What follows belongs to an exercise in optimizing a design on an open flow for small area and a short achievable clock period; a production flow would make more cautious choices.
Only simulation tests tie the RTL to the original design; equivalence was not proved.

==> inputs of run a <==
==> flow/design.v <==
module rc4_cipher_buffer #(
   parameter  int DATA_W = 8,
   parameter  int DEPTH  = 256,
   localparam int ADDR_W = $clog2(DEPTH)
) (
   input  logic              clk,
   input  logic              rst,
   input  logic              flush,
   input  logic              wr_valid,
   input  logic [DATA_W-1:0] wr_data,
   input  logic              rd_start,
   input  logic              rd_ready,
   output logic              rd_valid,
   output logic [DATA_W-1:0] rd_data,
   output logic              rd_last,
   output logic [ADDR_W:0]   frame_len,
   output logic              busy,
   output logic              overflow,
   output logic              wr_drop,
   output logic [1:0]        o_dbg_state
);
   localparam int OFF_W = 2;
   localparam int COL_W = (ADDR_W - OFF_W) / 2;
   localparam int ROW_W = ADDR_W - OFF_W - COL_W;
   localparam int NOFF  = 1 << OFF_W;
   localparam int NCOL  = 1 << COL_W;
   localparam int NROW  = 1 << ROW_W;
   localparam logic [1:0] S_IDLE    = 2'd0;
   localparam logic [1:0] S_CAPTURE = 2'd1;
   localparam logic [1:0] S_HOLD    = 2'd2;
   localparam logic [1:0] S_REPLAY  = 2'd3;
   localparam logic [ADDR_W:0] DEPTH_L = (ADDR_W+1)'(DEPTH);
   logic [DEPTH*DATA_W-1:0] r_ring;
   logic [1:0]        r_state;
   logic [ADDR_W:0]   r_count;
   logic [ADDR_W:0]   r_frame_len;
   logic              r_overflow;
   logic              r_wr_drop;
   logic [ADDR_W-1:0] r_phase;
   logic [NOFF-1:0]   r_q_off;
   logic [NCOL-1:0]   r_q_col;
   logic [NROW-1:0]   r_q_row;
   logic [DATA_W-1:0] r_tap_dly [NOFF];   
   logic              r_prime;      
   logic [ADDR_W-1:0] r_rem;        
   logic              r_rd_valid;
   logic              r_rd_last;
   logic [DATA_W-1:0] r_rd_data;
   logic              w_cap_start;
   logic              w_wr_en;
   logic              w_rep_start;
   logic              w_fetch;
   logic              w_fetch_last;
   logic              w_xfer_last;
   logic [ADDR_W-1:0] w_phase_nxt;
   logic [DATA_W-1:0] w_tap_word;
   logic [DATA_W-1:0] w_rd_word;
   assign w_cap_start  = ((r_state == S_IDLE) || (r_state == S_HOLD)) & wr_valid;
   assign w_wr_en      = w_cap_start | ((r_state == S_CAPTURE) & wr_valid & (r_count < DEPTH_L));
   assign w_rep_start  = (r_state == S_HOLD) & ~wr_valid & rd_start;
   assign w_xfer_last  = r_rd_valid & rd_ready & r_rd_last;
   assign w_fetch      = rst & ~flush & (r_state == S_REPLAY) & ~r_prime &
                         (~r_rd_valid | (rd_ready & ~r_rd_last));
   assign w_fetch_last = w_fetch & (r_rem == '0);
   always_ff @(posedge clk) begin
      r_ring <= {r_ring[(DEPTH-1)*DATA_W-1:0],
                 w_wr_en ? wr_data : r_ring[DEPTH*DATA_W-1 -: DATA_W]};
   end
   assign w_phase_nxt = w_cap_start ? '0 : r_phase + 1'b1;
   always_ff @(posedge clk) begin
      r_phase <= w_phase_nxt;
   end
   always_ff @(posedge clk) begin
      if (w_cap_start || w_fetch_last) begin
         for (int i = 0; i < NOFF; i++) r_q_off[i] <= (w_phase_nxt[OFF_W-1:0] == i);
         for (int i = 0; i < NCOL; i++) r_q_col[i] <= (w_phase_nxt[OFF_W+COL_W-1:OFF_W] == i);
         for (int i = 0; i < NROW; i++) r_q_row[i] <= (w_phase_nxt[ADDR_W-1:OFF_W+COL_W] == i);
      end else if (!w_fetch) begin
         r_q_off <= {r_q_off[NOFF-2:0], r_q_off[NOFF-1]};
         if (r_q_off[NOFF-1]) begin
            r_q_col <= {r_q_col[NCOL-2:0], r_q_col[NCOL-1]};
            if (r_q_col[NCOL-1]) r_q_row <= {r_q_row[NROW-2:0], r_q_row[NROW-1]};
         end
      end
   end
   always_comb begin
      w_tap_word = '0;
      for (int r = 0; r < NROW; r++) begin
         logic [DATA_W-1:0] row_word;
         row_word = '0;
         for (int c = 0; c < NCOL; c++)
            row_word = row_word |
                       (r_ring[((r*NCOL+c)*NOFF)*DATA_W +: DATA_W] & {DATA_W{r_q_col[c]}});
         w_tap_word = w_tap_word | (row_word & {DATA_W{r_q_row[r]}});
      end
   end
   always_ff @(posedge clk) begin
      r_tap_dly[1] <= w_tap_word;
      for (int i = 2; i < NOFF; i++) r_tap_dly[i] <= r_tap_dly[i-1];
   end
   always_comb begin
      w_rd_word = w_tap_word & {DATA_W{r_q_off[0]}};
      for (int i = 1; i < NOFF; i++)
         w_rd_word = w_rd_word | (r_tap_dly[i] & {DATA_W{r_q_off[i]}});
   end
   always_ff @(posedge clk) begin
      if (w_fetch) r_rd_data <= w_rd_word;
   end
   always_ff @(posedge clk) begin
      if (w_rep_start)  r_rem <= ADDR_W'(r_frame_len - 1'b1);
      else if (w_fetch) r_rem <= r_rem - 1'b1;
   end
   always_ff @(posedge clk) begin
      if (!rst || flush) begin
         r_state     <= S_IDLE;
         r_count     <= '0;
         r_frame_len <= '0;
         r_overflow  <= 1'b0;
         r_wr_drop   <= 1'b0;
         r_prime     <= 1'b0;
         r_rd_valid  <= 1'b0;
         r_rd_last   <= 1'b0;
      end else begin
         r_prime <= w_rep_start;
         if (w_cap_start) begin
            r_state     <= S_CAPTURE;
            r_count     <= (ADDR_W+1)'(1);
            r_frame_len <= '0;
            r_overflow  <= 1'b0;
            r_wr_drop   <= 1'b0;
         end else if (w_rep_start) begin
            r_state <= S_REPLAY;
         end
         if (r_state == S_CAPTURE) begin
            if (wr_valid) begin
               if (r_count < DEPTH_L) r_count <= r_count + 1'b1;
               else                   r_overflow <= 1'b1;
            end else begin
               r_frame_len <= r_count;
               r_state     <= S_HOLD;
            end
         end
         if (r_state == S_REPLAY) begin
            if (wr_valid) r_wr_drop <= 1'b1;
            if (w_xfer_last) begin
               r_state    <= S_HOLD;
               r_rd_valid <= 1'b0;
               r_rd_last  <= 1'b0;
            end else if (w_fetch) begin
               r_rd_valid <= 1'b1;
               r_rd_last  <= (r_rem == '0);
            end
         end
      end
   end
   assign rd_valid    = r_rd_valid;
   assign rd_data     = r_rd_data;
   assign rd_last     = r_rd_last;
   assign frame_len   = r_frame_len;
   assign overflow    = r_overflow;
   assign wr_drop     = r_wr_drop;
   assign busy        = r_state[0];
   assign o_dbg_state = r_state;
endmodule
==> flow/run.sh <==
#!/bin/bash
# synth_recipe.tcl (not shown) runs the flow's synth.tcl, then flattens the netlist and writes it again
# the make line also repeats each setting of config.mk as NAME=value (left out here)
make -C /OpenROAD-flow-scripts/flow DESIGN_CONFIG=/design/flow/config.mk WORK_HOME=/design/flow/orfs CLKGATE_MAP_FILE= SYNTH_SCRIPT=/design/flow/synth_recipe.tcl finish
==> flow/config.mk <==
export PLATFORM = sky130hd
export DESIGN_NAME = rc4_cipher_buffer
export DESIGN_NICKNAME = rc4_cipher_buffer
export VERILOG_FILES = /design/flow/design.v
export SDC_FILE = /design/flow/constraint.sdc
export NUM_CORES = 4
export LEC_CHECK = 0
export CAP_MARGIN = 20
export CORE_MARGIN = 2
export CORE_UTILIZATION = 40
export SLEW_MARGIN = 20
==> flow/constraint.sdc <==
create_clock -name core_clock -period 4.2 [get_ports {clk}]
set_input_delay 0.8400 -clock core_clock [delete_from_list [all_inputs] [get_ports {clk}]]
set_output_delay 0.8400 -clock core_clock [all_outputs]
set_load 0.01 [all_outputs]
==> inputs of run b, as changes to run a <==
==> flow/design.v, changed modules only <==
module rc4_cipher_buffer #(
   parameter  int DATA_W = 8,
   parameter  int DEPTH  = 256,
   localparam int ADDR_W = $clog2(DEPTH)
) (
   input  logic              clk,
   input  logic              rst,
   input  logic              flush,
   input  logic              wr_valid,
   input  logic [DATA_W-1:0] wr_data,
   input  logic              rd_start,
   input  logic              rd_ready,
   output logic              rd_valid,
   output logic [DATA_W-1:0] rd_data,
   output logic              rd_last,
   output logic [ADDR_W:0]   frame_len,
   output logic              busy,
   output logic              overflow,
   output logic              wr_drop,
   output logic [1:0]        o_dbg_state
);
   localparam int OFF_W = 2;
   localparam int COL_W = (ADDR_W - OFF_W) / 2;
   localparam int ROW_W = ADDR_W - OFF_W - COL_W;
   localparam int NOFF  = 1 << OFF_W;
   localparam int NCOL  = 1 << COL_W;
   localparam int NROW  = 1 << ROW_W;
   localparam logic [1:0] S_IDLE    = 2'd0;
   localparam logic [1:0] S_CAPTURE = 2'd1;
   localparam logic [1:0] S_HOLD    = 2'd2;
   localparam logic [1:0] S_REPLAY  = 2'd3;
   localparam logic [ADDR_W:0] DEPTH_L = (ADDR_W+1)'(DEPTH);
   logic [DEPTH*DATA_W-1:0] r_ring;
   logic [1:0]        r_state;
   logic [ADDR_W:0]   r_count;
   logic [ADDR_W:0]   r_frame_len;
   logic              r_overflow;
   logic              r_wr_drop;
   logic [ADDR_W-1:0] r_phase;
   logic [NOFF-1:0]   r_q_off;
   logic [NCOL-1:0]   r_q_col;
   logic [NROW-1:0]   r_q_row;
   logic [DATA_W-1:0] r_tap_dly [NOFF];   
   logic              r_prime;      
   logic [ADDR_W-1:0] r_rem;        
   logic              r_rem_zero;   
   logic              r_rd_valid;
   logic              r_rd_last;
   logic [DATA_W-1:0] r_rd_data;
   logic              w_cap_start;
   logic              w_wr_en;
   logic              w_rep_start;
   logic              w_fetch;
   logic              w_fetch_last;
   logic              w_xfer_last;
   logic [ADDR_W-1:0] w_phase_nxt;
   logic [DATA_W-1:0] w_tap_word;
   logic [DATA_W-1:0] w_rd_word;
   assign w_cap_start  = ((r_state == S_IDLE) || (r_state == S_HOLD)) & wr_valid;
   assign w_wr_en      = w_cap_start | ((r_state == S_CAPTURE) & wr_valid & (r_count < DEPTH_L));
   assign w_rep_start  = (r_state == S_HOLD) & ~wr_valid & rd_start;
   assign w_xfer_last  = r_rd_valid & rd_ready & r_rd_last;
   assign w_fetch      = (r_state == S_REPLAY) & ~r_prime &
                         (~r_rd_valid | (rd_ready & ~r_rd_last));
   assign w_fetch_last = w_fetch & r_rem_zero;
   always_ff @(posedge clk) begin
      r_ring <= {r_ring[(DEPTH-1)*DATA_W-1:0],
                 w_wr_en ? wr_data : r_ring[DEPTH*DATA_W-1 -: DATA_W]};
   end
   assign w_phase_nxt = w_cap_start ? '0 : r_phase + 1'b1;
   always_ff @(posedge clk) begin
      r_phase <= w_phase_nxt;
   end
   logic              w_q_load;
   logic              w_q_hold;
   logic              w_q_adv;
   logic              w_col_adv;
   logic              w_row_adv;
   assign w_q_load  = w_cap_start | w_fetch_last;
   assign w_q_hold  = ~w_q_load & w_fetch;
   assign w_q_adv   = ~w_q_load & ~w_fetch;
   assign w_col_adv = w_q_adv & r_q_off[NOFF-1];
   assign w_row_adv = w_col_adv & r_q_col[NCOL-1];
   logic [NOFF-1:0]   w_q_off_nxt;
   logic [NCOL-1:0]   w_q_col_nxt;
   logic [NROW-1:0]   w_q_row_nxt;
   always_comb begin
      for (int i = 0; i < NOFF; i++)
         w_q_off_nxt[i] = (w_q_load & (w_phase_nxt[OFF_W-1:0] == i)) |
                          (~w_q_adv & ~w_q_load & r_q_off[i]) |
                          (w_q_adv & r_q_off[(i+NOFF-1)%NOFF]);
      for (int i = 0; i < NCOL; i++)
         w_q_col_nxt[i] = (w_q_load & (w_phase_nxt[OFF_W+COL_W-1:OFF_W] == i)) |
                          (~w_col_adv & ~w_q_load & r_q_col[i]) |
                          (w_col_adv & r_q_col[(i+NCOL-1)%NCOL]);
      for (int i = 0; i < NROW; i++)
         w_q_row_nxt[i] = (w_q_load & (w_phase_nxt[ADDR_W-1:OFF_W+COL_W] == i)) |
                          (~w_row_adv & ~w_q_load & r_q_row[i]) |
                          (w_row_adv & r_q_row[(i+NROW-1)%NROW]);
   end
   always_ff @(posedge clk) begin
      r_q_off  <= w_q_off_nxt;
      r_q_col  <= w_q_col_nxt;
      r_q_row  <= w_q_row_nxt;
   end
   always_comb begin
      w_tap_word  = '0;
      for (int r = 0; r < NROW; r++) begin
         logic [DATA_W-1:0] row_word;
         row_word = '0;
         for (int c = 0; c < NCOL; c++)
            row_word = row_word |
                       (r_ring[((r*NCOL+c)*NOFF)*DATA_W +: DATA_W] & {DATA_W{r_q_col[c]}});
         w_tap_word  = w_tap_word  | (row_word & {DATA_W{r_q_row[r]}});
      end
   end
   always_ff @(posedge clk) begin
      r_tap_dly[1] <= w_tap_word;
      for (int i = 2; i < NOFF; i++) r_tap_dly[i] <= r_tap_dly[i-1];
   end
   always_comb begin
      w_rd_word = w_tap_word & {DATA_W{r_q_off[0]}};
      for (int i = 1; i < NOFF; i++)
         w_rd_word = w_rd_word | (r_tap_dly[i] & {DATA_W{r_q_off[i]}});
   end
   always_ff @(posedge clk) begin
      if (!rst)         r_rd_data <= '0;
      else if (w_fetch) r_rd_data <= w_rd_word;
   end
   always_ff @(posedge clk) begin
      if (w_rep_start) begin
         r_rem      <= ADDR_W'(r_frame_len - 1'b1);
         r_rem_zero <= (r_frame_len == (ADDR_W+1)'(1));
      end else if (w_fetch) begin
         r_rem      <= r_rem - 1'b1;
         r_rem_zero <= (r_rem == ADDR_W'(1));
      end
   end
   always_ff @(posedge clk) begin
      if (!rst || flush) begin
         r_state     <= S_IDLE;
         r_count     <= '0;
         r_frame_len <= '0;
         r_overflow  <= 1'b0;
         r_wr_drop   <= 1'b0;
         r_prime     <= 1'b0;
         r_rd_valid  <= 1'b0;
         r_rd_last   <= 1'b0;
      end else begin
         r_prime <= w_rep_start;
         if (w_cap_start) begin
            r_state     <= S_CAPTURE;
            r_count     <= (ADDR_W+1)'(1);
            r_frame_len <= '0;
            r_overflow  <= 1'b0;
            r_wr_drop   <= 1'b0;
         end else if (w_rep_start) begin
            r_state <= S_REPLAY;
         end
         if (r_state == S_CAPTURE) begin
            if (wr_valid) begin
               if (r_count < DEPTH_L) r_count <= r_count + 1'b1;
               else                   r_overflow <= 1'b1;
            end else begin
               r_frame_len <= r_count;
               r_state     <= S_HOLD;
            end
         end
         if (r_state == S_REPLAY) begin
            if (wr_valid) r_wr_drop <= 1'b1;
            if (w_xfer_last) begin
               r_state    <= S_HOLD;
               r_rd_valid <= 1'b0;
               r_rd_last  <= 1'b0;
            end else if (w_fetch) begin
               r_rd_valid <= 1'b1;
               r_rd_last  <= r_rem_zero;
            end
         end
      end
   end
   assign rd_valid    = r_rd_valid;
   assign rd_data     = r_rd_data;
   assign rd_last     = r_rd_last;
   assign frame_len   = r_frame_len;
   assign overflow    = r_overflow;
   assign wr_drop     = r_wr_drop;
   assign busy        = r_state[0];
   assign o_dbg_state = r_state;
endmodule
==> flow/flow/run.sh (new file) <==
#!/bin/bash
DU="sky130_fd_sc_hd__probe_p_8 sky130_fd_sc_hd__probec_p_8 sky130_fd_sc_hd__lpflow_bleeder_1"
DU="$DU sky130_fd_sc_hd__lpflow_clkbufkapwr_1 sky130_fd_sc_hd__lpflow_clkbufkapwr_16 sky130_fd_sc_hd__lpflow_clkbufkapwr_2"
DU="$DU sky130_fd_sc_hd__lpflow_clkbufkapwr_4 sky130_fd_sc_hd__lpflow_clkbufkapwr_8"
DU="$DU sky130_fd_sc_hd__lpflow_clkinvkapwr_1 sky130_fd_sc_hd__lpflow_clkinvkapwr_16 sky130_fd_sc_hd__lpflow_clkinvkapwr_2"
DU="$DU sky130_fd_sc_hd__lpflow_clkinvkapwr_4 sky130_fd_sc_hd__lpflow_clkinvkapwr_8"
DU="$DU sky130_fd_sc_hd__lpflow_decapkapwr_12 sky130_fd_sc_hd__lpflow_decapkapwr_3 sky130_fd_sc_hd__lpflow_decapkapwr_4"
DU="$DU sky130_fd_sc_hd__lpflow_decapkapwr_6 sky130_fd_sc_hd__lpflow_decapkapwr_8"
DU="$DU sky130_fd_sc_hd__lpflow_inputiso0n_1 sky130_fd_sc_hd__lpflow_inputiso0p_1 sky130_fd_sc_hd__lpflow_inputiso1n_1"
DU="$DU sky130_fd_sc_hd__lpflow_inputiso1p_1 sky130_fd_sc_hd__lpflow_inputisolatch_1"
DU="$DU sky130_fd_sc_hd__lpflow_isobufsrc_1 sky130_fd_sc_hd__lpflow_isobufsrc_16 sky130_fd_sc_hd__lpflow_isobufsrc_2"
DU="$DU sky130_fd_sc_hd__lpflow_isobufsrc_4 sky130_fd_sc_hd__lpflow_isobufsrc_8 sky130_fd_sc_hd__lpflow_isobufsrckapwr_16"
DU="$DU sky130_fd_sc_hd__lpflow_lsbuf_lh_hl_isowell_tap_1 sky130_fd_sc_hd__lpflow_lsbuf_lh_hl_isowell_tap_2"
DU="$DU sky130_fd_sc_hd__lpflow_lsbuf_lh_hl_isowell_tap_4 sky130_fd_sc_hd__lpflow_lsbuf_lh_isowell_4"
DU="$DU sky130_fd_sc_hd__lpflow_lsbuf_lh_isowell_tap_1 sky130_fd_sc_hd__lpflow_lsbuf_lh_isowell_tap_2"
DU="$DU sky130_fd_sc_hd__lpflow_lsbuf_lh_isowell_tap_4"
DU="$DU sky130_fd_sc_hd__clkdlybuf4s15_1 sky130_fd_sc_hd__clkdlybuf4s15_2 sky130_fd_sc_hd__clkdlybuf4s18_1"
DU="$DU sky130_fd_sc_hd__clkdlybuf4s18_2 sky130_fd_sc_hd__clkdlybuf4s25_1 sky130_fd_sc_hd__clkdlybuf4s25_2"
DU="$DU sky130_fd_sc_hd__clkdlybuf4s50_1 sky130_fd_sc_hd__clkdlybuf4s50_2 sky130_fd_sc_hd__dlygate4sd1_1"
DU="$DU sky130_fd_sc_hd__dlygate4sd2_1 sky130_fd_sc_hd__dlygate4sd3_1 sky130_fd_sc_hd__dlymetal6s2s_1"
DU="$DU sky130_fd_sc_hd__dlymetal6s4s_1 sky130_fd_sc_hd__dlymetal6s6s_1"
CTS="-sink_clustering_enable -repair_clock_nets -dont_use_dummy_load"
CTS="$CTS -sink_clustering_size 24 -sink_clustering_max_diameter 80"
bash standard.sh "DONT_USE_CELLS=$DU" "CTS_ARGS=$CTS" MATCH_CELL_FOOTPRINT=0 finish > standard.log 2>&1
==> flow/standard.sh (new file) <==
#!/bin/bash
# synth_recipe.tcl (not shown) runs the flow's synth.tcl, then flattens the netlist and writes it again
# the make line also repeats each setting of config.mk as NAME=value (left out here)
make -C /OpenROAD-flow-scripts/flow DESIGN_CONFIG=/design/flow/config.mk WORK_HOME=/design/flow/orfs CLKGATE_MAP_FILE= SYNTH_SCRIPT=/design/flow/synth_recipe.tcl "${@:-finish}"
Settings changed: CORE_UTILIZATION 40 to 70, SETUP_SLACK_MARGIN set to 2.2.
removed: flow/run.sh
==> summary.txt <==
status=complete, no violations; EDFF count, synth=9; hold slack final=0.2850 ns; multi-input gate share of total cell area=8.956%; Non-clock buffers=120; Commonest cells post-synth=dfxtp_1, a22oi_1, nand4_1; met1 Track Usage GR=35.77%; area share of the largest cell type after synthesis=89.21%; Register Area=43050 sq um; CP Class=flop to flop; CTS H-tree lvls=3; crit-path max FO=11
the above is filed under run b

==> summary.txt <==
status=complete, no violations; CP Class=flop to output port; die area=122200 sq um; met1 Track Usage GR=19.10%; CTS H-tree lvls=4; largest family of logic cells by synthesized area=compound AO/OA/AOI/OAI gates; area share of the largest cell type after synthesis=88.21%; crit-path max FO=15; Commonest cells post-synth=dfxtp_1, a22oi_1, nand4_1; hold slack final=0.3139 ns; Non-clock buffers=71; EDFF count, synth=36; Register Area=43220 sq um
the above is filed under run a

## static timing again, ports no longer ideal
The flow's constraints put no driver on any port. The routed layouts listed below were extracted and timed again, unchanged, in two steps. Step 1, drivers: a clkbuf_16 drives clk and a buf_2 each remaining input, both assumed. Step 2 times the ports against the registers' clock, not the clock port: input delays grow and output delays shrink by t, the midpoint of the rising clock arrivals with the driver on. Slacks: ideal ports / drivers / drivers and shift; pairs: ideal ports / drivers.
| run | t (ns) | slack for setup (ns) | cell pins on the clock port's net |
|---|---|---|---|
| run a | 0.818 | 1.310 / 1.239 / 0.759 | 1 |
| run b | 0.716 | 2.096 / 2.096 / 1.692 | 1 |
After both steps setup and hold are still met in every run listed. For run a, which loses most, drivers alone change the setup slack by -0.071 ns; drivers and shift together by -0.551 ns.
